This design comes from an exercise in tuning for small area, a short achievable clock period and few clock cycles per item on the open sky130 flow, not from production work.
At most, simulation tests tie the RTL to the original design; equivalence was not proved.
No functional check of the RTL was part of runs 3 and 4.
Power and IR drop assume default switching activity.

==> design.v <==
`default_nettype none
package sus_pkg;
  localparam int CAPACITY = 16;
  localparam int CNT_W    = $clog2(CAPACITY + 1);
  localparam int VAL_W    = 32;
  localparam logic [1:0] KIND_SEARCH = 2'd0;
  localparam logic [1:0] KIND_INSERT = 2'd1;
  localparam logic [1:0] KIND_DELETE = 2'd2;
  localparam logic [1:0] KIND_SPARE  = 2'd3;
  localparam logic [1:0] ST_DONE  = 2'd0;
  localparam logic [1:0] ST_NOCHG = 2'd1;
  localparam logic [1:0] ST_FULL  = 2'd2;
  typedef logic [VAL_W-1:0] val_t;
  typedef logic [CNT_W-1:0] cnt_t;
endpackage
`default_nettype wire
`default_nettype none
module sus_cell (
  input  wire logic          clk,
  input  wire logic          vld_nxt,
  input  wire sus_pkg::val_t key,
  output logic               eq
);
  sus_pkg::val_t val_r;
  assign eq = (val_r == key);
  always_ff @(posedge clk) begin
    if (!vld_nxt) val_r <= key;
  end
endmodule
`default_nettype wire
`default_nettype none
module sorted_unique_set_engine (
  input  wire logic        clk,
  input  wire logic        rst_n,
  input  wire logic        in_valid,
  output logic             in_ready,
  input  wire logic [1:0]  in_kind,
  input  wire logic [31:0] in_value,
  output logic             out_valid,
  input  wire logic        out_ready,
  output logic             out_was_present,
  output logic [1:0]       out_status,
  output logic [4:0]       out_entry_count
);
  localparam int N = sus_pkg::CAPACITY;
  logic          rdy_r;
  logic          acc;
  logic          a_vld;
  logic [1:0]    a_kind;
  sus_pkg::val_t a_key;
  logic [N-1:0]  slot_vld;
  logic [N-1:0]  slot_vld_nxt;   
  logic [N-1:0]  eq_v;
  sus_pkg::cnt_t cnt_r;
  logic          b_vld;
  logic          b_ins, b_del;
  logic [N-1:0]  b_match;      
  logic [N/4-1:0] b_grp;       
  logic [N-1:0]  loc;          
  logic          present;
  logic          full;
  logic          do_ins, do_del;
  logic [N-1:0]  tgt;          
  sus_pkg::cnt_t cnt_nxt;
  logic [1:0]    status;
  logic [7:0]    res;
  assign in_ready = rdy_r;
  assign acc      = in_valid && rdy_r;
  for (genvar i = 0; i < N; i++) begin : g_cell
    sus_cell u_cell (
      .clk     (clk),
      .vld_nxt (slot_vld_nxt[i]),
      .key     (a_key),
      .eq      (eq_v[i])
    );
    if (i == 0) begin : g_first
      assign tgt[i] = !slot_vld[i];
    end else begin : g_rest
      assign tgt[i] = !slot_vld[i] && (&slot_vld[i-1:0]);
    end
  end
  always_ff @(posedge clk) begin
    a_vld   <= rst_n && acc;
    a_kind  <= in_kind;
    a_key   <= in_value;
    b_vld   <= rst_n && a_vld;
    b_ins   <= a_kind == sus_pkg::KIND_INSERT;
    b_del   <= a_kind == sus_pkg::KIND_DELETE;
    b_match <= eq_v & slot_vld_nxt;
    for (int g = 0; g < N / 4; g++) b_grp[g] <= |(eq_v[4*g +: 4] & slot_vld_nxt[4*g +: 4]);
  end
  assign loc     = b_match;
  assign present = |b_grp;
  assign full    = cnt_r[sus_pkg::CNT_W-1];
  assign do_ins  = b_vld && b_ins && !present && !full;
  assign do_del  = b_vld && b_del && present;
  assign slot_vld_nxt = (slot_vld & ~({N{b_vld && b_del}} & loc))
                      | ({N{do_ins}} & tgt);
  always_comb begin
    cnt_nxt = cnt_r;
    if (do_ins) cnt_nxt = cnt_r + 1'b1;
    if (do_del) cnt_nxt = cnt_r - 1'b1;
  end
  always_comb begin
    status = sus_pkg::ST_DONE;
    if (b_ins) begin
      if (present)   status = sus_pkg::ST_NOCHG;
      else if (full) status = sus_pkg::ST_FULL;
    end else if (b_del) begin
      if (!present)  status = sus_pkg::ST_NOCHG;
    end
  end
  assign res = {present, status, cnt_nxt};
  always_ff @(posedge clk) begin
    if (!rst_n) begin
      slot_vld <= '0;
      cnt_r    <= '0;
    end else begin
      slot_vld <= slot_vld_nxt;
      cnt_r    <= cnt_nxt;
    end
  end
  localparam int D = 4;
  logic [D-1:0]       q_vld;
  logic [7:0]         h_dat;     
  logic [D-1:1][3:0]  q_dat;     
  logic               pop;
  logic [D-1:0]       q_sh;      
  logic [D-1:0]       q_vld_nxt;
  logic [3:0]         res_s;     
  logic [4:0]         nxt_cnt;   
  assign res_s = {res[7:5], do_ins || do_del};
  assign pop  = q_vld[0] && out_ready;
  assign q_sh = pop ? {1'b0, q_vld[D-1:1]} : q_vld;
  assign q_vld_nxt = b_vld ? {q_sh[D-2:0], 1'b1} : q_sh;
  always_ff @(posedge clk) begin
    if (!rst_n) begin
      q_vld <= '0;
      rdy_r <= 1'b1;
    end else begin
      q_vld <= q_vld_nxt;
      rdy_r <= !q_vld_nxt[D-1]
            && !(q_vld_nxt[D-2] && (acc || a_vld))
            && !(q_vld_nxt[D-3] && acc && a_vld);
    end
  end
  always_comb begin
    nxt_cnt = h_dat[4:0];
    if (q_dat[1][0]) nxt_cnt = q_dat[1][3] ? h_dat[4:0] - 1'b1 : h_dat[4:0] + 1'b1;
  end
  always_ff @(posedge clk) begin
    if (!q_sh[0])  h_dat <= res;
    else if (pop)  h_dat <= {q_dat[1][3:1], nxt_cnt};
  end
  for (genvar p = 1; p < D; p++) begin : g_q
    logic [3:0] nxt;    
    if (p < D - 1) begin : g_sh
      assign nxt = pop ? q_dat[p+1] : q_dat[p];
    end else begin : g_last
      assign nxt = q_dat[p];
    end
    always_ff @(posedge clk) begin
      q_dat[p] <= q_sh[p] ? nxt : res_s;
    end
  end
  assign out_valid       = q_vld[0];
  assign out_was_present = h_dat[7];
  assign out_status      = h_dat[6:5];
  assign out_entry_count = h_dat[4:0];
endmodule
`default_nettype wire
==> flow/run.sh <==
#!/bin/bash
# The standard layout (standard.sh) with two changes: clock tree synthesis
# uses larger sink clusters, clkbuf_8 sink buffers and no dummy loads, for a
# smaller clock tree; and
# the buffers that the standard flow puts on every input and output port are
# buf_2 cells instead of delay buffers. Everything else (synthesis, floorplan,
# power grid, placement, routing) is the standard flow's. make's full output
# goes to flow_make.log.
set -euo pipefail
CTS="-sink_clustering_enable -repair_clock_nets -sink_clustering_size 20 -sink_clustering_max_diameter 60 -dont_use_dummy_load -buf_list {sky130_fd_sc_hd__clkbuf_8 sky130_fd_sc_hd__clkbuf_16} -sink_clustering_buffer sky130_fd_sc_hd__clkbuf_8"
BUF="-buffer_cell sky130_fd_sc_hd__buf_2"
sed "s|\"\${@:-finish}\"|CTS_ARGS=\"$CTS\" BUFFER_PORTS_ARGS=\"$BUF\" \"\${@:-finish}\"|" standard.sh > lean.sh
grep -q "CTS_ARGS=" lean.sh
bash lean.sh > flow_make.log 2>&1
==> standard.sh <==
#!/bin/bash
# synth_recipe.tcl (not shown) runs the flow's synth.tcl, then flattens the netlist and writes it again
# the make line also repeats each setting of config.mk as NAME=value (left out here)
make -C /OpenROAD-flow-scripts/flow DESIGN_CONFIG=/design/flow/config.mk WORK_HOME=/design/flow/orfs CLKGATE_MAP_FILE= SYNTH_SCRIPT=/design/flow/synth_recipe.tcl "${@:-finish}"
==> config.mk <==
export PLATFORM = sky130hd
export DESIGN_NAME = sorted_unique_set_engine
export DESIGN_NICKNAME = sorted_unique_set_engine
export VERILOG_FILES = /design/flow/design.v
export SDC_FILE = /design/flow/constraint.sdc
export NUM_CORES = 4
export LEC_CHECK = 0
export CAP_MARGIN = 20
export CORE_MARGIN = 2
export CORE_UTILIZATION = 40
export SETUP_SLACK_MARGIN = 3.7
export SLEW_MARGIN = 20
==> constraint.sdc <==
create_clock -name core_clock -period 6.0 [get_ports {clk}]
set_input_delay 1.2000 -clock core_clock [delete_from_list [all_inputs] [get_ports {clk}]]
set_output_delay 1.2000 -clock core_clock [all_outputs]
set_load 0.01 [all_outputs]
==> results of run 1 <==
## logic make-up after synthesis
kind of cell    Yosys count
flops                   616
xor+xnor                519
simple gates            266
buf+inv                  97
compound gates           59
mux                       9
fa+ha+maj                 6
## cell type report
class                      count  share of cell area [%]
sequential                   616                    64.6
multi-input combinational    866                    25.7
tap                          790                    3.60
timing repair buffer         117                    3.28
clock buffer                  45                    2.46
inverter                      27                   0.378
## placed cells by master (no fill, tap or decap), drive strengths merged, types with 6 or more instances in the layout
| cell | count |
|---|---|
| a31oi | 11 |
| and3 | 7 |
| xnor2 | 208 |
| mux2 | 6 |
| buf | 117 |
| dfxtp | 84 |
| nand3 | 7 |
| nor3 | 8 |
| nand2 | 24 |
| nor4 | 94 |
| a21oi | 22 |
| edfxtp | 532 |
| nor2 | 33 |
| xor2 | 311 |
| clkbuf | 45 |
| inv | 27 |
| nand4 | 68 |
| o21ai | 11 |
## final timing paths
path	start	to	cells after the start
min reg2reg	a_kind[1]	b_ins	1
min	a_kind[1]	b_ins	1
max	h_dat[2]	out_entry_count[2]	1
max reg2reg	a_key[24]	b_grp[0]	6
## flip-flops by register name, summed over array words and instances (netlist names), 2 cells and up
signal / flops
a_kind: 2
b_grp: 4
a_key: 32
cnt_r: 5
q_vld: 4
h_dat: 8
g_cell.u_cell.val_r: 512
slot_vld: 16
b_match: 16
q_dat: 12
## routing by layer
layer | global-route usage (%) | vias to the layer above | share of wire (%)
met5 | 0 | - | 0
met4 | 4.90 | 0 | 2.4
met3 | 2.17 | 74 | 2.8
met2 | 28.3 | 184 | 49
met1 | 22.9 | 6361 | 46
li1 | - | 5864 | -
## metrics by stage
step           utilization (%)  instance area [um^2]
2_1_floorplan                -                 24800
3_3_place_gp              42.6                 26100
3_5_place_dp              42.7                 26200
4_1_cts                   44.4                 27300
5_1_grt                   44.8                 27500
6_report                  44.8                 27500
## report_power, final
group | internal [mW] | switching [mW]
clock network | 0.754 | 1.27
logic | 0.237 | 0.290
registers | 4.85 | 0.131
total | 5.84 | 1.69
## repair_timing
action	4_1_cts	5_1_grt
pin swaps	7	3
buffers inserted	13	15
gates cloned	7	0
setup endpoints to repair	469	67
gates resized for setup	52	22
==> results.toml, run 1 <==
[synthesis]
yosys.area_share.simple_pct = 6.32
synth-xor-area-share_pct = 18.4
synth_commonest_cells = "edfxtp_1 (532), xor2_1 (311), xnor2_1 (208)"
yosysMostFrequentCell = "edfxtp_1"
synth_compound_area_share_pct = 1.55
seq_area_frac_synth_pct = 71.5
synth_top_family_by_area = "XOR/XNOR gates"
yosys.area.top_type = "edfxtp_1"
synthDistinctLibCells = 49
synth-async-reset-ratio_pct = 0
synth.top_cell.area_share_pct = 64.7
synth_adder_area_share_pct = 0.334
synth.avg_cell_area_um2 = 15.7
synthMuxAreaShare_pct = 0.395
synth_area_leaders = "edfxtp_1 (65%), xor2_1 (11%), xnor2_1 (7.4%), dfxtp_1 (6.8%), nor4_1 (2.3%)"
synth-seq-cells = 616
yosys_warnings = 2
synth_edf_count = 532
syn_inst = 1572
syn-num-nets = 1616
syn_area_um2 = 24700
ys.flop_type = "edfxtp_1"

[layout]
final_nets = 1717
multi_input_area_um2 = 7050
filler_cell_count = 5372
antenna_cells_inserted = 0
area.growth.synth_to_final_pct = 11.3
drive_gt1_share_pct = 15.0
final-seq-area_um2 = 17800
fin_cells = 2461

[power]
ir_drop_mv = 0.170
cellPowerDensity_nw_per_um2 = 274
power_mw = 7.53
leakagePower_nw = 9.77

[clock_tree]
cts_root_buf = "clkbuf_16"
worstSkewPairLatency_ps = 580
hold_buffers = 0
cts-htree-levels = 2
cts_buffers = 45
numClockSinks = 616
tritoncts = "built"
clockBufferDepth = 3
clk_pin_slew_ps = 110

[sta]
maxSlewViolCount = 0
hold_slack_ps = 378
rsz0062_at_grt = "true"
fmax_ghz = 0.431
finalSetupViolations = 0
slew_headroom_pct = 31.8
setup_ws_ps = 3680
clock_skew_ps = 73.9
final.setup.tns_ps = 0
timing.final.crit_share_pct = 38.6
period_needed_ps = 2320
hold_viol_final = 0
worst_pin_slew_ps = 1020

[critical_path]
timing_worst_setup_path_type = "reg2out"
crit_buf_inv = 1
reg2reg_slack_ps = 3750
cpPeakStageDelay_ps = 410
crit_fanout = 2
cp.required_ps = 4800
slowest_stage = "edfxtp_1"
crit_path_end_kind = "output pin"
cpLargestDelayFamily = "flip-flops"
critPathArrivalTime_ps = 1120
path_cells = "buf_2"
worstSetupStartpointType = "register"

[place]
hpwl_um = 29800
dpl.cell_count = 2381
place_ws_ps = 2780
io_buffer_count = 47
place.gp.congestion = 0.762

[job]
cap_violations = 0

[outcome]
outcome = "timing/DRC/antenna clean"

[route]
dr.first_iter.drc_count = 793
routedWlPerCell_um = 21.5
drc = 0
ant_nets = 0
dr.pass1.iters = 5
vias = 12483
viasPerCell = 5.07
route.final.wire_length_um = 52800

[die]
rows = 91
fp.dieArea_um2 = 63700
core_um2 = 61400
io_pins = 48
start_util_pct = 40.2
die_w_um = 252
die_height_um = 252

[grt]
grt_max_degree = 36
grt_pass1_wl_um = 79700
grt_antenna_before_repair = 0
globalRouteTotalUtil_pct = 16.8
overflow = 0
grt_pass1_vias = 12619

[worst_hold_path]
hold_path_class = "reg2reg"
Testbench counts, summed over its fixed seeds: cycles 32,024, items 32,000.
==> run 2, diff against run 1 <==
--- a/config.mk
+++ b/config.mk
@@ -8,5 +8,6 @@
 export CAP_MARGIN = 20
 export CORE_MARGIN = 2
 export CORE_UTILIZATION = 40
+export GPL_ROUTABILITY_DRIVEN = 0
 export SETUP_SLACK_MARGIN = 3.7
 export SLEW_MARGIN = 20
==> run 2 against run 1 <==
Combinational power about the same. Critical endpoint unchanged. Non-clock buffer count did not move. Clock power is essentially flat. Area after synthesis did not move. Still clean. Synthesized cell count unchanged. Worst hold slack unchanged. First-iteration DRC count unchanged. Sequential power about the same. Highest routed layer unchanged.
==> results.toml, run 2 <==
[power]
p_comb_share_pct = 7.0
p_seq_share_pct = 66.2
swShare_pct = 22.4
ir_drop_mv = 0.170
leakagePower_nw = 9.77
p_sw_mw = 1.69
cellPowerDensity_nw_per_um2 = 274
clkPwrFrac_pct = 26.8
p_int_mw = 5.84

[worst_hold_path]
hold_path_class = "reg2reg"
hold_depth = 1

[critical_path]
crit_buf_inv = 1
cp.required_ps = 4800
cpLargestDelayFamily = "flip-flops"
cpPeakStageDelay_ps = 410
critPathArrivalTime_ps = 1120
r2r_cells = 6
path_cells = "buf_2"
cp.depth = 1
worstSetupStartpointType = "register"
slowest_stage = "edfxtp_1"
crit_path_end_kind = "output pin"
crit_fanout = 2
reg2reg_slack_ps = 3750
timing_worst_setup_path_type = "reg2out"

[grt]
globalRouteTotalUtil_pct = 16.8
grt_pass1_vias = 12619
grt_antenna_before_repair = 0
grt_max_degree = 36
grt_pass1_wl_um = 79700
overflow = 0

[layout]
filler_cell_count = 5372
antenna_cells_inserted = 0
reg_top3 = "g_cell.u_cell.val_r (512), a_key (32)"
finalCoreUtilization_pct = 44.8
final-seq-area_um2 = 17800
top_register = "g_cell.u_cell.val_r"
layout_common_cells = "edfxtp_1 (532), xor2_1 (311), xnor2_1 (208)"
final_nets = 1717
drive_gt1_share_pct = 15.0
area.growth.synth_to_final_pct = 11.3
final_design_area_no_fill_um2 = 27500
layout_commonest_cell = "edfxtp_1"
multi_input_area_um2 = 7050
largest_reg_flops = 512

[sta]
setup_ws_ps = 3680
rsz0062_at_grt = "true"
timing.final.crit_share_pct = 38.6
hold_slack_ps = 378
clock_skew_ps = 73.9
maxSlewViolCount = 0
period_needed_ps = 2320
final.setup.tns_ps = 0
slew_headroom_pct = 31.8
finalSetupViolations = 0
worst_pin_slew_ps = 1020
hold_viol_final = 0
fmax_ghz = 0.431

[synthesis]
syn_inst = 1572
synth-seq-cells = 616
yosys_warnings = 2
synth.avg_cell_area_um2 = 15.7
ys.flop_type = "edfxtp_1"
yosys.area.top_type = "edfxtp_1"
synth.top_cell.area_share_pct = 64.7
seq_area_frac_synth_pct = 71.5
yosysMostFrequentCell = "edfxtp_1"
syn-num-nets = 1616
synth_commonest_cells = "edfxtp_1 (532), xor2_1 (311), xnor2_1 (208)"
syn_area_um2 = 24700
synth_edf_count = 532
synth-async-reset-ratio_pct = 0
synthDistinctLibCells = 49
synth_area_leaders = "edfxtp_1 (65%), xor2_1 (11%), xnor2_1 (7.4%), dfxtp_1 (6.8%), nor4_1 (2.3%)"

[clock_tree]
cts_buffers = 45
tritoncts = "built"
numClockSinks = 616
cts-htree-levels = 2
worstSkewPairLatency_ps = 580
clk_pin_slew_ps = 110
cts_root_buf = "clkbuf_16"
clockBufferDepth = 3

[place]
hpwl_um = 29800
place_ws_ps = 2780
placed_area_um2 = 26200
io_buffer_count = 47

[route]
dr.pass1.iters = 5
route.final.wire_length_um = 52800
dr.first_iter.drc_count = 793
ant_nets = 0
viasPerCell = 5.07
drc = 0
routedWlPerCell_um = 21.5
vias = 12483

[die]
rows = 91
die_w_um = 252
start_util_pct = 40.2
io_pins = 48
fp.dieArea_um2 = 63700
core_um2 = 61400
die_height_um = 252

[outcome]
outcome = "timing/DRC/antenna clean"

[job]
cap_violations = 0
-- run 2: per-layer routing --
metal / routed length [um] / vias to the layer above / GRT usage (%)
met4: 1270 / 0 / 4.90
met3: 1480 / 74 / 2.17
li1: - / 5864 / -
met1: 24300 / 6361 / 22.9
met5: 0 / - / 0
met2: 25800 / 184 / 28.3
-- run 2: worst paths after layout --
path                                 from                 end
worst min-delay path            a_kind[1]               b_ins
worst max-delay path             h_dat[2]  out_entry_count[2]
worst max register to register  a_key[24]            b_grp[0]
worst min register to register  a_kind[1]               b_ins
-- run 2: through the flow --
stage	power [mW]	std cells
2_1_floorplan	5.42	1572
3_3_place_gp	5.59	2378
3_5_place_dp	5.61	2381
4_1_cts	7.61	2446
5_1_grt	7.83	2461
6_report	7.53	2461
-- run 2: kinds of logic (layout without fill, tap and decap cells) --
family	Yosys count	after routing	share of synthesized area, %
mux	9	9	0.395
fa+ha+maj	6	6	0.334
xor+xnor	519	519	18.4
buf+inv	97	189	1.49
flops	616	616	71.5
compound gates	59	66	1.55
simple gates	266	266	6.32
-- run 2: layout make-up --
type	instances	share of cell area (%)
clock buffer	45	2.46
timing repair buffer	117	3.28
multi-input combinational	866	25.7
tap	790	3.60
inverter	27	0.378
sequential	616	64.6
-- run 2: power by group through the flow --
stage                     clock network (mW)  registers (mW)  logic (mW)
after floorplan                            0            5.05       0.368
after global routing                    2.23            5.01       0.584
final                                   2.02            4.98       0.527
after detailed placement                   0            5.10       0.512
after CTS                               2.09            4.99       0.527
after global placement                     0            5.09       0.504
-- run 2: repair_timing --
action / CTS / global route
buffers inserted: 13 / 15
gates cloned: 7 / 0
gates resized for setup: 52 / 22
setup endpoints to repair: 469 / 67
hold buffers: 0 / 0
pin swaps: 7 / 3
==> run 3, diff against run 2 <==
--- a/design.v
+++ b/design.v
@@ -45,9 +45,6 @@
   localparam int N = sus_pkg::CAPACITY;
   logic          rdy_r;
   logic          acc;
-  logic          a_vld;
-  logic [1:0]    a_kind;
-  sus_pkg::val_t a_key;
   logic [N-1:0]  slot_vld;
   logic [N-1:0]  slot_vld_nxt;   
   logic [N-1:0]  eq_v;
@@ -70,7 +67,7 @@
     sus_cell u_cell (
       .clk     (clk),
       .vld_nxt (slot_vld_nxt[i]),
-      .key     (a_key),
+      .key     (in_value),
       .eq      (eq_v[i])
     );
     if (i == 0) begin : g_first
@@ -80,12 +77,9 @@
     end
   end
   always_ff @(posedge clk) begin
-    a_vld   <= rst_n && acc;
-    a_kind  <= in_kind;
-    a_key   <= in_value;
-    b_vld   <= rst_n && a_vld;
-    b_ins   <= a_kind == sus_pkg::KIND_INSERT;
-    b_del   <= a_kind == sus_pkg::KIND_DELETE;
+    b_vld   <= rst_n && acc;
+    b_ins   <= in_kind == sus_pkg::KIND_INSERT;
+    b_del   <= in_kind == sus_pkg::KIND_DELETE;
     b_match <= eq_v & slot_vld_nxt;
     for (int g = 0; g < N / 4; g++) b_grp[g] <= |(eq_v[4*g +: 4] & slot_vld_nxt[4*g +: 4]);
   end
@@ -120,7 +114,7 @@
       cnt_r    <= cnt_nxt;
     end
   end
-  localparam int D = 4;
+  localparam int D = 3;
   logic [D-1:0]       q_vld;
   logic [7:0]         h_dat;     
   logic [D-1:1][3:0]  q_dat;     
@@ -139,9 +133,7 @@
       rdy_r <= 1'b1;
     end else begin
       q_vld <= q_vld_nxt;
-      rdy_r <= !q_vld_nxt[D-1]
-            && !(q_vld_nxt[D-2] && (acc || a_vld))
-            && !(q_vld_nxt[D-3] && acc && a_vld);
+      rdy_r <= !q_vld_nxt[D-1] && !(q_vld_nxt[D-2] && acc);
     end
   end
   always_comb begin
--- a/config.mk
+++ b/config.mk
@@ -8,6 +8,5 @@
 export CAP_MARGIN = 20
 export CORE_MARGIN = 2
 export CORE_UTILIZATION = 40
-export GPL_ROUTABILITY_DRIVEN = 0
-export SETUP_SLACK_MARGIN = 3.7
+export SETUP_SLACK_MARGIN = 3.6
 export SLEW_MARGIN = 20
==> run 3 against run 2 <==
Critical endpoint is now b_grp[1]. Worst hold slack improved by 150 ps. Cell area fell by 3.4%. Highest routed layer unchanged. Still clean. Sequential cell count decreased by 40.
==> results.toml, run 3 <==
[power]
ir_drop_mv = 0.141
clkPwrFrac_pct = 26.5
cellPowerDensity_nw_per_um2 = 270
p_seq_share_pct = 65.0
p_comb_share_pct = 8.5
swShare_pct = 23.0
leakagePower_nw = 9.19
p_int_mw = 5.51
p_sw_mw = 1.65

[synthesis]
synth-seq-cells = 576
synth.top_cell.area_share_pct = 66.5
yosysMostFrequentCell = "edfxtp_1"
synth_commonest_cells = "edfxtp_1 (528), xor2_1 (293), xnor2_1 (227)"
syn_inst = 1517
synth.avg_cell_area_um2 = 15.7
synth_area_leaders = "edfxtp_1 (66%), xor2_1 (11%), xnor2_1 (8.3%), dfxtp_1 (4.0%), nor4_1 (2.2%)"
yosys.area.top_type = "edfxtp_1"
synthDistinctLibCells = 49
seq_area_frac_synth_pct = 70.5
ys.flop_type = "edfxtp_1"
syn-num-nets = 1561
synth_edf_count = 528
yosys_warnings = 2
syn_area_um2 = 23900
synth-async-reset-ratio_pct = 0

[layout]
finalCoreUtilization_pct = 45.0
final_design_area_no_fill_um2 = 26500
final_nets = 1612
layout_common_cells = "edfxtp_1 (528), xor2_1 (293), xnor2_1 (225)"
top_register = "g_cell.u_cell.val_r"
drive_gt1_share_pct = 13.3
largest_reg_flops = 512
area.growth.synth_to_final_pct = 11.2
reg_top3 = "g_cell.u_cell.val_r (512), b_match (16), slot_vld (16)"
filler_cell_count = 5080
layout_commonest_cell = "edfxtp_1"

[critical_path]
critPathArrivalTime_ps = 2920
timing_worst_setup_path_type = "in2reg"
crit_path_end_kind = "register"
worstSetupStartpointType = "input pin"
reg2reg_slack_ps = 3620
crit_fanout = 12
cp.required_ps = 6500

[clock_tree]
cts_buffers = 41
tritoncts = "built"
clk_pin_slew_ps = 120
numClockSinks = 576
cts-htree-levels = 2
cts_root_buf = "clkbuf_16"
hold_buffers = 0
clockBufferDepth = 3
worstSkewPairLatency_ps = 600

[place]
place.gp.congestion = 0.835
placed_area_um2 = 24900
place_ws_ps = 2310
hpwl_um = 31700
io_buffer_count = 47

[grt]
grt_max_degree = 36
overflow = 0
grt_pass1_vias = 11262
grt_antenna_before_repair = 1
grt_pass1_wl_um = 75800
globalRouteTotalUtil_pct = 16.8

[route]
ant_nets = 0
drc = 0
route.final.wire_length_um = 53600
routedWlPerCell_um = 22.9
viasPerCell = 5.16
dr.first_iter.drc_count = 1033
vias = 12079
dr.pass1.iters = 5

[sta]
hold_viol_final = 0
fmax_ghz = 0.413
slew_headroom_pct = 51.9
maxSlewViolCount = 0
finalSetupViolations = 0
rsz0062_at_grt = "true"
setup_ws_ps = 3580
period_needed_ps = 2420
timing.final.crit_share_pct = 40.4
worst_pin_slew_ps = 722
clock_skew_ps = 88.9
final.setup.tns_ps = 0

[die]
core_um2 = 59000
die_w_um = 248
io_pins = 48
fp.dieArea_um2 = 61600
start_util_pct = 40.4
die_height_um = 248
rows = 89

[worst_hold_path]
hold_path_class = "reg2reg"

[outcome]
outcome = "timing/DRC/antenna clean"

[job]
cap_violations = 0
-- run 3: final timing paths --
| path | start | end | cells after the start |
|---|---|---|---|
| setup / recovery | in_value[1] | b_grp[1] | 7 |
| hold reg to reg | rdy_r | b_vld | 1 |
| setup reg to reg | b_grp[3] | g_cell[11].u_cell.val_r[7] | 4 |
| hold / removal | rdy_r | b_vld | 1 |
-- run 3: what timing repair did --
item	in CTS	in global routing
cloned	0	4
buffers inserted	3	7
endpoints found under the setup margin	346	92
resized for setup	117	52
pin swaps	6	12
-- run 3: cell type report --
| cell class | instances | area [um^2] | area share [%] |
|---|---|---|---|
| antenna | 1 | 2.50 | 0.00943 |
| clock buffer | 41 | 621 | 2.34 |
| inverter | 19 | 73.8 | 0.278 |
| multi-input combinational | 854 | 7300 | 27.5 |
| sequential | 576 | 16800 | 63.4 |
| tap | 773 | 967 | 3.65 |
| timing repair buffer | 75 | 742 | 2.80 |
| timing repair inverter | 1 | 5.00 | 0.0189 |
-- run 3: critical path: stages --
cell and delay (ps):
buf_4 230, buf_12 210, xnor2_1 130, nand4_1 260, or4_4 550, nor3_2 190, or4_1 130
-- run 3: routing by layer --
| metal | up-vias | global-route usage, % | share of wire [%] |
|---|---|---|---|
| met1 | 6140 | 25.3 | 48 |
| met4 | 0 | 5.25 | 2.6 |
| met2 | 293 | 24.5 | 44 |
| li1 | 5581 | - | - |
| met3 | 65 | 3.22 | 5.7 |
| met5 | - | 0 | 0 |
-- run 3: cells by family after synthesis --
family,Yosys count,share of synthesized area (%)
buffers and inverters,89,1.80
adders and majority gates,6,0.346
xor gates and xnor gates,520,19.1
and+or+nand+nor,276,6.70
muxes,9,0.409
AOI/OAI and AO/OA,41,1.15
DFF,576,70.5
-- run 3: stage by stage --
| stage | hold slack, ps | std cells | total power [mW] |
|---|---|---|---|
| finish | 527 | 2340 | 7.16 |
| global route | 560 | 2339 | 7.43 |
| CTS | 542 | 2328 | 7.20 |
| detailed placement | 513 | 2284 | 5.29 |
| global placement | 504 | 2284 | 5.28 |
| floorplan | 454 | 1517 | 5.16 |
-- run 3: power groups by stage --
stage,clock network (mW),registers [mW],logic (mW)
global route,2.09,4.68,0.666
detailed placement,0,4.75,0.544
finish,1.89,4.65,0.611
CTS,1.96,4.66,0.590
floorplan,0,4.73,0.428
global placement,0,4.74,0.536
==> run 4, diff against run 3 <==
--- a/design.v
+++ b/design.v
@@ -52,7 +52,6 @@
   logic          b_vld;
   logic          b_ins, b_del;
   logic [N-1:0]  b_match;      
-  logic [N/4-1:0] b_grp;       
   logic [N-1:0]  loc;          
   logic          present;
   logic          full;
@@ -80,11 +79,10 @@
     b_vld   <= rst_n && acc;
     b_ins   <= in_kind == sus_pkg::KIND_INSERT;
     b_del   <= in_kind == sus_pkg::KIND_DELETE;
-    b_match <= eq_v & slot_vld_nxt;
-    for (int g = 0; g < N / 4; g++) b_grp[g] <= |(eq_v[4*g +: 4] & slot_vld_nxt[4*g +: 4]);
+    b_match <= eq_v;
   end
-  assign loc     = b_match;
-  assign present = |b_grp;
+  assign loc     = b_match & slot_vld;
+  assign present = |loc;
   assign full    = cnt_r[sus_pkg::CNT_W-1];
   assign do_ins  = b_vld && b_ins && !present && !full;
   assign do_del  = b_vld && b_del && present;
--- a/config.mk
+++ b/config.mk
@@ -8,5 +8,5 @@
 export CAP_MARGIN = 20
 export CORE_MARGIN = 2
 export CORE_UTILIZATION = 40
-export SETUP_SLACK_MARGIN = 3.6
+export SETUP_SLACK_MARGIN = 3.7
 export SLEW_MARGIN = 20
==> run 4 against run 3 <==
Combinational power is 3% lower. Area after synthesis is 0.76% lower. Global-route usage is 3.4 points higher. Worst hold slack worse by 22 ps. Non-clock buffer count is 80 higher. Sequential power hardly changed. Die area is 0.74% lower. Synthesized cell count is 0.99% lower. Core utilization is 1.3 points higher. Power is 1.1% lower. Largest cell class unchanged. Via count is 7.7% higher. Cell area is 2.4% higher. Highest routed layer unchanged.
==> results.toml, run 4 <==
[outcome]
outcome = "timing/DRC/antenna clean"

[die]
die_height_um = 247
die_w_um = 247
start_util_pct = 40.3
rows = 89
io_pins = 48
fp.dieArea_um2 = 61100
core_um2 = 58800

[layout]
drive_gt1_share_pct = 17.2
largest_reg_flops = 512
antenna_cells_inserted = 0
fin_cells = 2415
final_design_area_no_fill_um2 = 27200
final_nets = 1688
layout_commonest_cell = "edfxtp_1"
finalCoreUtilization_pct = 46.2
area.growth.synth_to_final_pct = 14.8
layout_common_cells = "edfxtp_1 (528), xor2_1 (515), nor4_1 (123)"
reg_top3 = "g_cell.u_cell.val_r (512), b_match (16), slot_vld (16)"
top_register = "g_cell.u_cell.val_r"

[grt]
grt_max_degree = 34
globalRouteTotalUtil_pct = 20.2
grt_pass1_wl_um = 89100
use_met3_pct = 2.76
grt_antenna_before_repair = 1
overflow = 0
grt_use_met1_pct = 29.4
grt_pass1_vias = 12783
grt_most_used_layer = "met2"
globalRouteMet2Util_pct = 32.5

[synthesis]
seq_area_frac_synth_pct = 70.7
syn_inst = 1502
synth.avg_cell_area_um2 = 15.8
synth_commonest_cells = "edfxtp_1 (528), xor2_1 (515), nor4_1 (128)"
syn-num-nets = 1546
synth-async-reset-ratio_pct = 0
yosys.area.top_type = "edfxtp_1"
synth_edf_count = 528
yosys_warnings = 2
synth-seq-cells = 572
synthDistinctLibCells = 49
yosysMostFrequentCell = "edfxtp_1"
ys.flop_type = "edfxtp_1"
syn_area_um2 = 23700
synth_area_leaders = "edfxtp_1 (67%), xor2_1 (19%), dfxtp_1 (3.7%), nor4_1 (3.4%), nand4_1 (0.95%)"
synth.top_cell.area_share_pct = 67.0

[power]
swShare_pct = 23.2
p_comb_share_pct = 8.3
p_int_mw = 5.44
leakagePower_nw = 10.1
p_seq_share_pct = 65.4
clkPwrFrac_pct = 26.3
ir_drop_mv = 0.210
p_sw_mw = 1.65
power_mw = 7.08
cellPowerDensity_nw_per_um2 = 261

[place]
place.gp.congestion = 0.789
dpl.cell_count = 2292
place_ws_ps = 2630
hpwl_um = 32700
placed_area_um2 = 25100
io_buffer_count = 47

[critical_path]
crit_path_end_kind = "register"
worstSetupStartpointType = "register"
cp.required_ps = 6300
critPathArrivalTime_ps = 2740
r2r_cells = 10
timing_worst_setup_path_type = "reg2reg"
crit_fanout = 17

[sta]
hold_slack_ps = 506
final.setup.tns_ps = 0
rsz0062_at_grt = "true"
hold_viol_final = 0
worst_pin_slew_ps = 1060
clock_skew_ps = 81.8
fmax_ghz = 0.410
slew_headroom_pct = 29.0
finalSetupViolations = 0
timing.final.crit_share_pct = 40.7
maxSlewViolCount = 0
period_needed_ps = 2440
setup_ws_ps = 3560

[route]
route.final.wire_length_um = 61700
ant_nets = 0
dr.pass1.iters = 5
routedWlPerCell_um = 25.5
dr.first_iter.drc_count = 1300
viasPerCell = 5.39
drc = 0
vias = 13007

[clock_tree]
clk_pin_slew_ps = 110
worstSkewPairLatency_ps = 570
numClockSinks = 572
cts_buffers = 40
tritoncts = "built"
hold_buffers = 0
clockBufferDepth = 3
cts-htree-levels = 2
cts_root_buf = "clkbuf_16"

[worst_hold_path]
hold_path_class = "reg2reg"
hold_depth = 1

[job]
cap_violations = 0
[run 4: cell count changes after synthesis, moves of 6 or more]
cell / change
nand3_1: -8
or4_1: -6
nor4_1: +43
nand4_1: -38
xor2_1: +222
nor2_1: +9
buf_1: +9
xnor2_1: -223
clkbuf_1: +33
buf_2: -39
nor3_1: -8
[run 4: power groups by stage]
stage	Clock (mW)	Sequential (mW)	Combinational, mW
after floorplan	0	4.71	0.355
after global placement	0	4.72	0.569
after detailed placement	0	4.73	0.575
after CTS	1.92	4.63	0.591
after global routing	2.04	4.65	0.644
final	1.86	4.63	0.591
[run 4: cells by family (layout without fill, tap and decap cells)]
kind of cell	after synthesis	after routing	share of synthesized area [%]
xor gates and xnor gates	519	519	19.2
buffers and inverters	85	211	1.50
DFF	572	572	70.7
muxes	15	15	0.682
and+or+nand+nor	257	257	6.20
adders and majority gates	6	6	0.349
AOI/OAI and AO/OA	48	62	1.37
[run 4: area by class of cell]
| cell class | instances | area [um^2] |
|---|---|---|
| clock buffers | 40 | 607 |
| fillers | 5119 | 31600 |
| inverters | 16 | 72.6 |
| multi-input cells | 859 | 7190 |
| flip-flops and latches | 572 | 16800 |
| well taps | 773 | 967 |
| repair buffers | 155 | 1560 |
[run 4: path summary, 6_finish.rpt]
check / startpoint / endpoint / slack, ps
min: rdy_r / b_vld / 510
max reg2reg: b_match[5] / g_cell[3].u_cell.val_r[21] / 3560
max: b_match[5] / g_cell[3].u_cell.val_r[21] / 3560
min reg2reg: rdy_r / b_vld / 510
[run 4: worst max-delay path, cell delays in order, from the launching register on]
cell and delay, ps:
dfxtp_1 390, a22oi_1 190, nand3_1 180, nor4_4 300
buf_4 210, clkinv_8 70, buf_4 140, nor3_4 210
buf_6 190, o21ai_4 80, buf_12 190
[run 4: timing repair]
item,CTS,global route
buffers inserted,44,13
resized for setup,90,43
gates cloned,15,11
endpoints found under the setup margin,565,411
pin swaps,24,10
[run 4: routing by layer]
| layer | wire, um | vias to the layer above |
|---|---|---|
| met5 | 0 | - |
| li1 | - | 5747 |
| met2 | 28800 | 419 |
| met3 | 3780 | 70 |
| met1 | 28000 | 6771 |
| met4 | 1110 | 0 |
==> run 5, diff against run 4 <==
--- a/design.v
+++ b/design.v
@@ -45,6 +45,9 @@
   localparam int N = sus_pkg::CAPACITY;
   logic          rdy_r;
   logic          acc;
+  logic          a_vld;
+  logic [1:0]    a_kind;
+  sus_pkg::val_t a_key;
   logic [N-1:0]  slot_vld;
   logic [N-1:0]  slot_vld_nxt;   
   logic [N-1:0]  eq_v;
@@ -52,6 +55,7 @@
   logic          b_vld;
   logic          b_ins, b_del;
   logic [N-1:0]  b_match;      
+  logic [N/4-1:0] b_grp;       
   logic [N-1:0]  loc;          
   logic          present;
   logic          full;
@@ -66,7 +70,7 @@
     sus_cell u_cell (
       .clk     (clk),
       .vld_nxt (slot_vld_nxt[i]),
-      .key     (in_value),
+      .key     (a_key),
       .eq      (eq_v[i])
     );
     if (i == 0) begin : g_first
@@ -76,13 +80,17 @@
     end
   end
   always_ff @(posedge clk) begin
-    b_vld   <= rst_n && acc;
-    b_ins   <= in_kind == sus_pkg::KIND_INSERT;
-    b_del   <= in_kind == sus_pkg::KIND_DELETE;
-    b_match <= eq_v;
+    a_vld   <= rst_n && acc;
+    a_kind  <= in_kind;
+    a_key   <= in_value;
+    b_vld   <= rst_n && a_vld;
+    b_ins   <= a_kind == sus_pkg::KIND_INSERT;
+    b_del   <= a_kind == sus_pkg::KIND_DELETE;
+    b_match <= eq_v & slot_vld_nxt;
+    for (int g = 0; g < N / 4; g++) b_grp[g] <= |(eq_v[4*g +: 4] & slot_vld_nxt[4*g +: 4]);
   end
-  assign loc     = b_match & slot_vld;
-  assign present = |loc;
+  assign loc     = b_match;
+  assign present = |b_grp;
   assign full    = cnt_r[sus_pkg::CNT_W-1];
   assign do_ins  = b_vld && b_ins && !present && !full;
   assign do_del  = b_vld && b_del && present;
@@ -112,7 +120,7 @@
       cnt_r    <= cnt_nxt;
     end
   end
-  localparam int D = 3;
+  localparam int D = 4;
   logic [D-1:0]       q_vld;
   logic [7:0]         h_dat;     
   logic [D-1:1][3:0]  q_dat;     
@@ -131,7 +139,9 @@
       rdy_r <= 1'b1;
     end else begin
       q_vld <= q_vld_nxt;
-      rdy_r <= !q_vld_nxt[D-1] && !(q_vld_nxt[D-2] && acc);
+      rdy_r <= !q_vld_nxt[D-1]
+            && !(q_vld_nxt[D-2] && (acc || a_vld))
+            && !(q_vld_nxt[D-3] && acc && a_vld);
     end
   end
   always_comb begin
--- a/flow/run.sh
+++ b/flow/run.sh
@@ -7,7 +7,7 @@
 # power grid, placement, routing) is the standard flow's. make's full output
 # goes to flow_make.log.
 set -euo pipefail
-CTS="-sink_clustering_enable -repair_clock_nets -sink_clustering_size 20 -sink_clustering_max_diameter 60 -dont_use_dummy_load -buf_list {sky130_fd_sc_hd__clkbuf_8 sky130_fd_sc_hd__clkbuf_16} -sink_clustering_buffer sky130_fd_sc_hd__clkbuf_8"
+CTS="-sink_clustering_enable -repair_clock_nets -sink_clustering_size 18 -sink_clustering_max_diameter 60 -dont_use_dummy_load -buf_list {sky130_fd_sc_hd__clkbuf_8 sky130_fd_sc_hd__clkbuf_16} -sink_clustering_buffer sky130_fd_sc_hd__clkbuf_8"
 BUF="-buffer_cell sky130_fd_sc_hd__buf_2"
 sed "s|\"\${@:-finish}\"|CTS_ARGS=\"$CTS\" BUFFER_PORTS_ARGS=\"$BUF\" \"\${@:-finish}\"|" standard.sh > lean.sh
 grep -q "CTS_ARGS=" lean.sh
==> run 5 against run 4 <==
Global-route usage down 3.3 points. Area after synthesis up 4.3%. Maximum frequency up 4.9%. Cell area up 1.5%. Highest routed layer unchanged. Combinational power down 9.6%. Die area up 4.2%. Sequential cell count up 44.
==> results.toml, run 5 <==
[outcome]
outcome = "timing/DRC/antenna clean"

[layout]
final_design_area_no_fill_um2 = 27600
layout_common_cells = "edfxtp_1 (532), xor2_1 (311), xnor2_1 (208)"
largest_reg_flops = 512
antenna_cells_inserted = 0
area.growth.synth_to_final_pct = 11.7
reg_top3 = "g_cell.u_cell.val_r (512), a_key (32)"
drive_gt1_share_pct = 15.4
final_nets = 1724
top_register = "g_cell.u_cell.val_r"
fin_cells = 2468
layout_commonest_cell = "edfxtp_1"

[place]
hpwl_um = 29800
placed_area_um2 = 26200
place.gp.congestion = 0.762
place_ws_ps = 2780
io_buffer_count = 47
dpl.cell_count = 2381

[route]
viasPerCell = 5.07
ant_nets = 0
route.final.wire_length_um = 53500
dr.first_iter.drc_count = 831
vias = 12514
dr.pass1.iters = 5
drc = 0
routedWlPerCell_um = 21.7

[power]
cellPowerDensity_nw_per_um2 = 274
leakagePower_nw = 9.82
ir_drop_mv = 0.157

[grt]
grt_antenna_before_repair = 0
grt_max_degree = 36
globalRouteTotalUtil_pct = 16.9
overflow = 0
grt_pass1_vias = 12640
grt_pass1_wl_um = 80100

[die]
io_pins = 48
fp.dieArea_um2 = 63700
rows = 91
start_util_pct = 40.2
die_w_um = 252
die_height_um = 252
core_um2 = 61400

[critical_path]
critPathArrivalTime_ps = 1120
crit_path_end_kind = "output pin"
timing_worst_setup_path_type = "reg2out"
worstSetupStartpointType = "register"
cpLargestDelayFamily = "flip-flops"
slowest_stage = "edfxtp_1"
path_cells = "buf_2"
cpPeakStageDelay_ps = 400
crit_buf_inv = 1
crit_fanout = 2
cp.required_ps = 4800

[clock_tree]
numClockSinks = 616
clockBufferDepth = 3
cts_buffers = 46
cts-htree-levels = 2
cts_root_buf = "clkbuf_16"
clk_pin_slew_ps = 110
worstSkewPairLatency_ps = 580
hold_buffers = 0
tritoncts = "built"

[synthesis]
yosys.area.top_type = "edfxtp_1"
synth_edf_count = 532
ys.flop_type = "edfxtp_1"
synth_area_leaders = "edfxtp_1 (65%), xor2_1 (11%), xnor2_1 (7.4%), dfxtp_1 (6.8%), nor4_1 (2.3%)"
synthDistinctLibCells = 49
syn_inst = 1572
syn-num-nets = 1616
yosysMostFrequentCell = "edfxtp_1"
seq_area_frac_synth_pct = 71.5
syn_area_um2 = 24700
synth_commonest_cells = "edfxtp_1 (532), xor2_1 (311), xnor2_1 (208)"
synth.top_cell.area_share_pct = 64.7
synth.avg_cell_area_um2 = 15.7
yosys_warnings = 2
synth-async-reset-ratio_pct = 0
synth-seq-cells = 616

[sta]
period_needed_ps = 2320
hold_viol_final = 0
maxSlewViolCount = 0
slew_headroom_pct = 30.9
finalSetupViolations = 0
fmax_ghz = 0.430
final.setup.tns_ps = 0
clock_skew_ps = 86.0
setup_ws_ps = 3680
rsz0062_at_grt = "true"
worst_pin_slew_ps = 1030
timing.final.crit_share_pct = 38.7

[job]
cap_violations = 0

[worst_hold_path]
hold_path_class = "reg2reg"
-- run 5: changes by cell type after synthesis, moves of 7 or more --
cell      delta
nor2_1       -7
nor4_1      -36
clkbuf_1    +19
xor2_1     -204
buf_2       -22
xnor2_1    +204
a21oi_1      +9
inv_1       +12
nand4_1     +32
dfxtp_1     +40
-- run 5: report_power, final --
group	internal [mW]	switching, mW	total [mW]
sequential	4.85	0.129	4.98
clock	0.768	1.27	2.04
combinational	0.240	0.293	0.534
-- run 5: per-stage QoR --
stage	power (mW)	utilization (%)	hold WS [ps]
2_1_floorplan	5.42	-	384
3_3_place_gp	5.59	42.6	431
3_5_place_dp	5.61	42.7	428
4_1_cts	7.64	44.5	440
5_1_grt	7.86	44.9	469
6_report	7.55	44.9	438
-- run 5: area by class of cell --
type / instances / area (um^2)
multi-input combinational: 867 / 7070
fill: 5365 / 33800
inverter: 27 / 104
timing repair buffer: 122 / 976
tap: 790 / 988
sequential: 616 / 17800
clock buffer: 46 / 689
-- run 5: routing by layer --
metal / share of wire (%) / track usage, % / wire, um / vias to the layer above
li1: - / - / - / 5886
met1: 46 / 23.0 / 24400 / 6347
met2: 49 / 28.3 / 26000 / 203
met3: 3.1 / 2.20 / 1660 / 78
met4: 2.6 / 5.24 / 1390 / 0
met5: 0 / 0 / 0 / -
-- run 5: worst paths after layout --
path                   from  cells past startpoint                 end  slack, ps
setup / recovery   h_dat[2]                      1  out_entry_count[2]       3680
setup reg to reg      b_vld                      5            b_grp[3]       3780
hold / removal    a_kind[1]                      1               b_ins        440
hold reg to reg   a_kind[1]                      1               b_ins        440
-- run 5: timing repair --
item                       4_1_cts  5_1_grt
gates resized for setup         52       31
gates cloned                     7        1
pin swaps                        7        4
setup endpoints to repair      467       87
buffers inserted                16       17
-- run 5: kinds of logic (layout without fill, tap and decap cells) --
group / after synthesis / in the layout / share of synthesized area, %
compound gates: 59 / 66 / 1.55
xor+xnor: 519 / 519 / 18.4
fa+ha+maj: 6 / 6 / 0.334
buf+inv: 97 / 195 / 1.49
flops: 616 / 616 / 71.5
mux: 9 / 9 / 0.395
simple gates: 266 / 267 / 6.32
Testbench counts of run 5, summed over its fixed seeds: cycles 32,024, items 32,000.
==> run 6, diff against run 5 <==
--- a/design.v
+++ b/design.v
@@ -61,6 +61,9 @@
   logic          full;
   logic          do_ins, do_del;
   logic [N-1:0]  tgt;          
+  logic [N-1:0]  spare;        
+  logic [N-1:0]  spare_first;  
+  logic [N-1:0]  tgt_nxt;
   sus_pkg::cnt_t cnt_nxt;
   logic [1:0]    status;
   logic [7:0]    res;
@@ -74,9 +77,9 @@
       .eq      (eq_v[i])
     );
     if (i == 0) begin : g_first
-      assign tgt[i] = !slot_vld[i];
+      assign spare_first[i] = spare[i];
     end else begin : g_rest
-      assign tgt[i] = !slot_vld[i] && (&slot_vld[i-1:0]);
+      assign spare_first[i] = spare[i] && !(|spare[i-1:0]);
     end
   end
   always_ff @(posedge clk) begin
@@ -94,6 +97,9 @@
   assign full    = cnt_r[sus_pkg::CNT_W-1];
   assign do_ins  = b_vld && b_ins && !present && !full;
   assign do_del  = b_vld && b_del && present;
+  assign spare   = ~slot_vld & ~tgt;
+  assign tgt_nxt = do_ins ? spare_first
+                 : ((|tgt) ? tgt : ({N{b_vld && b_del}} & loc));
   assign slot_vld_nxt = (slot_vld & ~({N{b_vld && b_del}} & loc))
                       | ({N{do_ins}} & tgt);
   always_comb begin
@@ -114,9 +120,11 @@
   always_ff @(posedge clk) begin
     if (!rst_n) begin
       slot_vld <= '0;
+      tgt      <= N'(1);
       cnt_r    <= '0;
     end else begin
       slot_vld <= slot_vld_nxt;
+      tgt      <= tgt_nxt;
       cnt_r    <= cnt_nxt;
     end
   end
==> run 6 against run 5 <==
Critical path depth unchanged. Global-route usage down 0.16 points. Clock skew down 18 ps. Critical path type unchanged. Largest power group unchanged. Highest routed layer unchanged.
==> results.toml, run 6 <==
[critical_path]
cpLargestDelayFamily = "flip-flops"
crit_buf_inv = 1
crit_path_end_kind = "output pin"
cp.required_ps = 4800
crit_fanout = 1
timing_worst_setup_path_type = "reg2out"
worstSetupStartpointType = "register"
slowest_stage = "edfxtp_1"
path_cells = "buf_2"
cpPeakStageDelay_ps = 390
critPathArrivalTime_ps = 1100

[route]
dr.pass1.iters = 5
viasPerCell = 5.10
routedWlPerCell_um = 21.7
drc = 0
dr_wl_met3_um = 1560
vias = 13073
dr.first_iter.drc_count = 945
route.final.wire_length_um = 55600
wl_met1_um = 25200
met2_length_um = 27600
ant_nets = 0
routed.top_layer = "met4"

[synthesis]
synth_commonest_cells = "edfxtp_1 (532), xor2_1 (513), nor4_1 (135)"
yosysMostFrequentCell = "edfxtp_1"
synth-async-reset-ratio_pct = 0
yosys_warnings = 2
syn_area_um2 = 25600
synth_edf_count = 532
synthDistinctLibCells = 55
seq_area_frac_synth_pct = 70.3
synth_area_leaders = "edfxtp_1 (63%), xor2_1 (18%), dfxtp_1 (7.8%), nor4_1 (3.3%), buf_2 (1.2%)"
syn-num-nets = 1687
synth.avg_cell_area_um2 = 15.6
synth.top_cell.area_share_pct = 62.5
ys.flop_type = "edfxtp_1"
synth-seq-cells = 632
yosys.area.top_type = "edfxtp_1"
syn_inst = 1643

[sta]
final.setup.tns_ps = 0
slew_headroom_pct = 46.6
period_needed_ps = 2300
maxSlewViolCount = 0
timing.final.crit_share_pct = 38.3
hold_viol_final = 0
setup_ws_ps = 3700
rsz0062_at_grt = "true"
finalSetupViolations = 0
clock_skew_ps = 67.5
hold_slack_ps = 368
worst_pin_slew_ps = 802
fmax_ghz = 0.435

[clock_tree]
clk_pin_slew_ps = 110
cts_root_buf = "clkbuf_16"
cts-htree-levels = 2
numClockSinks = 632
worstSkewPairLatency_ps = 570
cts_buffers = 48
clockBufferDepth = 3
tritoncts = "built"

[place]
io_buffer_count = 47
place.gp.congestion = 0.757
dpl.cell_count = 2504
place_ws_ps = 3110
placed_area_um2 = 27000
hpwl_um = 29900

[worst_hold_path]
hold_path_class = "reg2reg"

[layout]
drive_gt1_share_pct = 14.8
largest_reg_flops = 512
final_nets = 1764
layout_commonest_cell = "edfxtp_1"
reg_top3 = "g_cell.u_cell.val_r (512), a_key (32)"
antenna_cells_inserted = 0
finalCoreUtilization_pct = 44.5
final_design_area_no_fill_um2 = 28100
layout_common_cells = "edfxtp_1 (532), xor2_1 (513), nor4_1 (135)"
fin_cells = 2564
area.growth.synth_to_final_pct = 9.81
top_register = "g_cell.u_cell.val_r"

[power]
power_mw = 7.72
leakagePower_nw = 10.3
ir_drop_mv = 0.193
cellPowerDensity_nw_per_um2 = 275

[grt]
grt_antenna_before_repair = 0
grt_pass1_vias = 13227
grt_pass1_wl_um = 83500
grt_max_degree = 45
overflow = 0
globalRouteTotalUtil_pct = 16.8

[job]
cap_violations = 0

[die]
start_util_pct = 40.5
die_height_um = 257
fp.dieArea_um2 = 65900
core_um2 = 63100
rows = 92
die_w_um = 257
io_pins = 48

[outcome]
outcome = "timing/DRC/antenna clean"
run 6: worst register-to-register path, delay by kind of cell (launching register included):
family                 cells  cell delay [ps]
flip-flops                 1              380
AO/OA/AOI/OAI              1              300
buffers and inverters      4              650
AND/OR/NAND/NOR            4              770
run 6: final cells by class:
| cell class | instances | area, um^2 |
|---|---|---|
| inverter | 12 | 45.0 |
| tap | 846 | 1060 |
| sequential | 632 | 18000 |
| fill | 5636 | 35000 |
| timing repair buffer | 107 | 905 |
| multi-input combinational | 919 | 7290 |
| clock buffer | 48 | 717 |
run 6: report_power, final:
| group | internal (mW) | total [mW] | switching, mW |
|---|---|---|---|
| Combinational | 0.207 | 0.540 | 0.333 |
| Clock | 0.797 | 2.10 | 1.30 |
| Sequential | 4.97 | 5.09 | 0.116 |
| Total | 5.97 | 7.72 | 1.75 |
run 6: kinds of logic (layout without fill, tap and decap cells):
logic type	count (synthesis)	count (layout)	synth area share, %
compound gates	81	81	2.18
xor+xnor	519	519	17.8
fa+ha+maj	6	6	0.323
buf+inv	92	167	1.84
flops	632	632	70.3
mux	12	12	0.504
simple gates	301	301	7.03
run 6: path summary, 6_finish.rpt:
path | startpoint | to | slack [ps] | cells past startpoint
max reg2reg | b_grp[3] | b_grp[0] | 3780 | 9
max | h_dat[6] | out_status[1] | 3700 | 1
min reg2reg | a_kind[1] | b_ins | 370 | 1
min | a_kind[1] | b_ins | 370 | 1
run 6: metal layers:
metal | up-vias | track usage (%)
met1 | 6714 | 22.3
li1 | 6088 | -
met4 | 0 | 5.07
met2 | 199 | 28.8
met5 | - | 0
met3 | 72 | 1.85
run 6: repair_timing:
| action | CTS | global route |
|---|---|---|
| gates resized for setup | 23 | 56 |
| setup buffers | 7 | 3 |
| setup endpoints to repair | 573 | 15 |
| pin swaps | 1 | 3 |
| cloned | 0 | 2 |
| hold buffers | 0 | 0 |
| endpoints found under the hold margin | 0 | 0 |
Testbench counts of run 6, summed over its fixed seeds: cycles 32,024, items 32,000.
==> run 7, diff against run 6 <==
--- a/design.v
+++ b/design.v
@@ -55,7 +55,6 @@
   logic          b_vld;
   logic          b_ins, b_del;
   logic [N-1:0]  b_match;      
-  logic [N/4-1:0] b_grp;       
   logic [N-1:0]  loc;          
   logic          present;
   logic          full;
@@ -90,10 +89,9 @@
     b_ins   <= a_kind == sus_pkg::KIND_INSERT;
     b_del   <= a_kind == sus_pkg::KIND_DELETE;
     b_match <= eq_v & slot_vld_nxt;
-    for (int g = 0; g < N / 4; g++) b_grp[g] <= |(eq_v[4*g +: 4] & slot_vld_nxt[4*g +: 4]);
   end
   assign loc     = b_match;
-  assign present = |b_grp;
+  assign present = |b_match;
   assign full    = cnt_r[sus_pkg::CNT_W-1];
   assign do_ins  = b_vld && b_ins && !present && !full;
   assign do_del  = b_vld && b_del && present;
@@ -130,14 +128,10 @@
   end
   localparam int D = 4;
   logic [D-1:0]       q_vld;
-  logic [7:0]         h_dat;     
-  logic [D-1:1][3:0]  q_dat;     
+  logic [D-1:0][7:0]  q_dat;
   logic               pop;
   logic [D-1:0]       q_sh;      
   logic [D-1:0]       q_vld_nxt;
-  logic [3:0]         res_s;     
-  logic [4:0]         nxt_cnt;   
-  assign res_s = {res[7:5], do_ins || do_del};
   assign pop  = q_vld[0] && out_ready;
   assign q_sh = pop ? {1'b0, q_vld[D-1:1]} : q_vld;
   assign q_vld_nxt = b_vld ? {q_sh[D-2:0], 1'b1} : q_sh;
@@ -152,28 +146,20 @@
             && !(q_vld_nxt[D-3] && acc && a_vld);
     end
   end
-  always_comb begin
-    nxt_cnt = h_dat[4:0];
-    if (q_dat[1][0]) nxt_cnt = q_dat[1][3] ? h_dat[4:0] - 1'b1 : h_dat[4:0] + 1'b1;
-  end
-  always_ff @(posedge clk) begin
-    if (!q_sh[0])  h_dat <= res;
-    else if (pop)  h_dat <= {q_dat[1][3:1], nxt_cnt};
-  end
-  for (genvar p = 1; p < D; p++) begin : g_q
-    logic [3:0] nxt;    
+  for (genvar p = 0; p < D; p++) begin : g_q
+    logic [7:0] nxt;    
     if (p < D - 1) begin : g_sh
       assign nxt = pop ? q_dat[p+1] : q_dat[p];
     end else begin : g_last
       assign nxt = q_dat[p];
     end
     always_ff @(posedge clk) begin
-      q_dat[p] <= q_sh[p] ? nxt : res_s;
+      q_dat[p] <= q_sh[p] ? nxt : res;
     end
   end
   assign out_valid       = q_vld[0];
-  assign out_was_present = h_dat[7];
-  assign out_status      = h_dat[6:5];
-  assign out_entry_count = h_dat[4:0];
+  assign out_was_present = q_dat[0][7];
+  assign out_status      = q_dat[0][6:5];
+  assign out_entry_count = q_dat[0][4:0];
 endmodule
 `default_nettype wire
==> flow/run.sh (replaced) <==
#!/bin/bash
# The standard layout (standard.sh) with two changes: clock tree synthesis
# uses larger sink clusters and no dummy loads, for a smaller clock tree; and
# the buffers that the standard flow puts on every input and output port are
# buf_2 cells instead of delay buffers. Everything else (synthesis, floorplan,
# power grid, placement, routing) is the standard flow's. make's full output
# goes to flow_make.log.
set -euo pipefail
CTS="-sink_clustering_enable -repair_clock_nets -sink_clustering_size 25 -sink_clustering_max_diameter 70 -dont_use_dummy_load"
BUF="-buffer_cell sky130_fd_sc_hd__buf_2"
sed "s|\"\${@:-finish}\"|CTS_ARGS=\"$CTS\" BUFFER_PORTS_ARGS=\"$BUF\" \"\${@:-finish}\"|" standard.sh > lean.sh
grep -q "CTS_ARGS=" lean.sh
bash lean.sh > flow_make.log 2>&1
==> run 7 against run 6 <==
Final cell count about the same. Non-clock buffer count decreased by 4. Critical path type unchanged. Worst hold slack gained 45 ps. Clock-buffer cell count is 10 lower. Sequential cell count rose by 8. Power rose by 5.4%. Still clean on timing, DRC and antenna. Combinational power hardly changed. Critical path depth unchanged. Cell area rose by 0.61%. Worst setup slack got worse by 61 ps. Largest power group unchanged. Clock power increased by 18%. Die area rose by 0.41%.
==> results.toml, run 7 <==
[synthesis]
yosys.area.top_type = "edfxtp_1"
synth-async-reset-ratio_pct = 0
yosys.area_share.simple_pct = 6.83
ys.flop_type = "edfxtp_1"
synth-xor-area-share_pct = 17.5
synthDistinctLibCells = 57
synth_area_leaders = "edfxtp_1 (64%), xor2_1 (17%), dfxtp_1 (7.5%), nor4_1 (3.4%), clkbuf_1 (0.91%)"
yosysMostFrequentCell = "edfxtp_1"
synth_compound_area_share_pct = 2.24
synth_commonest_cells = "edfxtp_1 (544), xor2_1 (512), nor4_1 (138)"
synth_adder_area_share_pct = 0.0975
seq_area_frac_synth_pct = 71.1
synth-seq-cells = 640
yosys_warnings = 2
syn-num-nets = 1695
synth_edf_count = 544
synth_top_family_by_area = "XOR/XNOR gates"
synthMuxAreaShare_pct = 0.765
syn_inst = 1655
synth.top_cell.area_share_pct = 63.7
syn_area_um2 = 25700
synth.avg_cell_area_um2 = 15.5

[layout]
fin_cells = 2566
final-seq-area_um2 = 18300
final_nets = 1762
multi_input_area_um2 = 7220
final_design_area_no_fill_um2 = 28200
layout_commonest_cell = "edfxtp_1"
top_register = "g_cell.u_cell.val_r"
area.growth.synth_to_final_pct = 10.0
filler_cell_count = 5501
largest_reg_flops = 512
antenna_cells_inserted = 0
reg_top3 = "g_cell.u_cell.val_r (512), a_key (32), q_dat (32)"
drive_gt1_share_pct = 13.1
layout_common_cells = "edfxtp_1 (544), xor2_1 (512), nor4_1 (137)"

[die]
io_pins = 48
rows = 92
core_um2 = 63200
die_w_um = 257
start_util_pct = 40.6
die_height_um = 257
fp.dieArea_um2 = 66200

[critical_path]
r2r_start = "b_match[14]"
cp.depth = 1
crit_buf_inv = 1
cpLargestDelayFamily = "flip-flops"
path_cells = "buf_2"
critPathLaunch = "q_dat[1]"
worstSetupStartpointType = "register"
critPathArrivalTime_ps = 1160
r2r_cells = 6
timing_worst_setup_path_type = "reg2out"
cp.required_ps = 4800
crit_path_end_kind = "output pin"
slowest_stage = "edfxtp_1"
crit_fanout = 1
cpPeakStageDelay_ps = 410

[grt]
grt_pass1_vias = 13118
globalRouteTotalUtil_pct = 17.5
grt_pass1_wl_um = 85800
grt_antenna_before_repair = 0
grt_max_degree = 35
overflow = 0

[route]
dr.pass1.iters = 5
route.final.wire_length_um = 58100
met2_length_um = 28500
dr.first_iter.drc_count = 1191
routedWlPerCell_um = 22.6
routed.top_layer = "met4"
wl_met1_um = 25700
dr_wl_met3_um = 2360
ant_nets = 0
vias = 13305
viasPerCell = 5.19
drc = 0

[sta]
slew_headroom_pct = 41.4
clock_skew_ps = 61.1
period_needed_ps = 2360
finalSetupViolations = 0
timing.final.crit_share_pct = 39.3
fmax_ghz = 0.424
hold_viol_final = 0
worst_pin_slew_ps = 879
final.setup.tns_ps = 0
rsz0062_at_grt = "true"
maxSlewViolCount = 0

[clock_tree]
cts-htree-levels = 2
cts_buffers = 38
numClockSinks = 640
clockBufferDepth = 3
worstSkewPairLatency_ps = 590
cts_root_buf = "clkbuf_16"
clk_pin_slew_ps = 100
tritoncts = "built"

[worst_hold_path]
hold_path_class = "reg2reg"
worstHoldStart = "a_kind[1]"
hold_depth = 1

[power]
cellPowerDensity_nw_per_um2 = 288
leakagePower_nw = 10.3
ir_drop_mv = 0.178

[place]
placed_area_um2 = 27100
dpl.cell_count = 2518
io_buffer_count = 47
place.gp.congestion = 0.818
hpwl_um = 30600

[job]
cap_violations = 0

[outcome]
outcome = "timing/DRC/antenna clean"
## run 7: cell types whose count changed in the layout (fill, tap and decap cells not counted), moves of 12 or more
cell and delta:
buf_4 +26, clkbuf_8 -43, nor2b_1 -17, nor2_1 +14
clkbuf_16 +31, edfxtp_1 +12, buf_6 -17
## run 7: layout make-up
cell class,count,area share [%]
Sequential cell,640,64.8
Multi-Input combinational cell,931,25.6
Tap cell,846,3.75
Clock buffer,38,3.37
Timing Repair Buffer,103,2.37
Inverter,8,0.106
## run 7: cells by family (layout without fill, tap and decap cells)
family | count (synthesis) | count (layout)
mux | 18 | 18
compound gates | 86 | 86
xor+xnor | 514 | 514
buf+inv | 86 | 149
fa+ha+maj | 2 | 2
simple gates | 309 | 311
flops | 640 | 640
## run 7: timing repair
action	CTS	global route
gates cloned	1	1
endpoints found under the setup margin	596	256
hold buffers	0	0
gates resized for setup	13	10
pin swaps	1	1
buffers inserted	5	3
## run 7: per-layer routing
metal  vias up  global-route usage [%]
li1       6154                       -
met1      6806                    23.3
met2       265                    29.8
met3        80                    2.38
met4         0                    4.87
met5         -                       0
## run 7: metrics by stage
step	hold slack (ps)	util [%]	setup WS [ps]	power, mW
after floorplan	384	-	3540	5.56
after global placement	397	42.9	3270	5.75
after detailed placement	410	42.9	3250	5.77
after CTS	428	44.6	3570	8.23
after global routing	446	44.7	3570	8.43
final	413	44.7	3640	8.14
## run 7: worst paths after layout
check                  endpoint  slack (ps)
max          out_entry_count[1]        3640
min                       b_ins         410
max reg2reg           q_dat[16]        3770
min reg2reg               b_ins         410
## run 7: power breakdown
part | internal, mW | switching [mW] | total (mW)
clock network | 1.13 | 1.35 | 2.48
logic | 0.192 | 0.347 | 0.539
registers | 5.03 | 0.0940 | 5.12
total | 6.35 | 1.79 | 8.14
Testbench counts of run 7, summed over its fixed seeds: cycles 32,024, items 32,000.

## re-timing with driven ports
The flow's constraints put no driver on any port. The routed layouts listed below were extracted and timed again, unchanged, in two steps. Step 1 sets driving cells, clkbuf_16 on the clock port and buf_2 on the other inputs (assumed; they add their load-dependent delay and slew). Step 2 also shifts input and output timing later by t, the mid clock arrival at the registers, as if the neighbouring blocks saw the same clock. a / b / c = no drivers / after step 1 / after step 2; a / b = the first two.
| run | shift t [ns] | slack for setup (ns) | clock arrival spread, ns |
|---|---|---|---|
| run 1 | 0.605 | 3.681 / 3.623 / 3.398 | 0.075 / 0.075 |
| run 2 | 0.605 | 3.681 / 3.623 / 3.398 | 0.075 / 0.075 |
| run 3 | 0.607 | 3.578 / 3.610 / 3.002 | 0.089 / 0.089 |
| run 4 | 0.589 | 3.561 / 3.561 / 3.186 | 0.086 / 0.086 |
| run 5 | 0.594 | 3.675 / 3.616 / 3.425 | 0.086 / 0.086 |
| run 6 | 0.600 | 3.700 / 3.641 / 3.343 | 0.081 / 0.081 |
| run 7 | 0.618 | 3.639 / 3.581 / 3.306 | 0.062 / 0.062 |
After both steps every run listed still meets setup and hold. The setup slack of run 3, which loses most, moves by +0.032 ns with the drivers and by -0.576 ns with both steps.
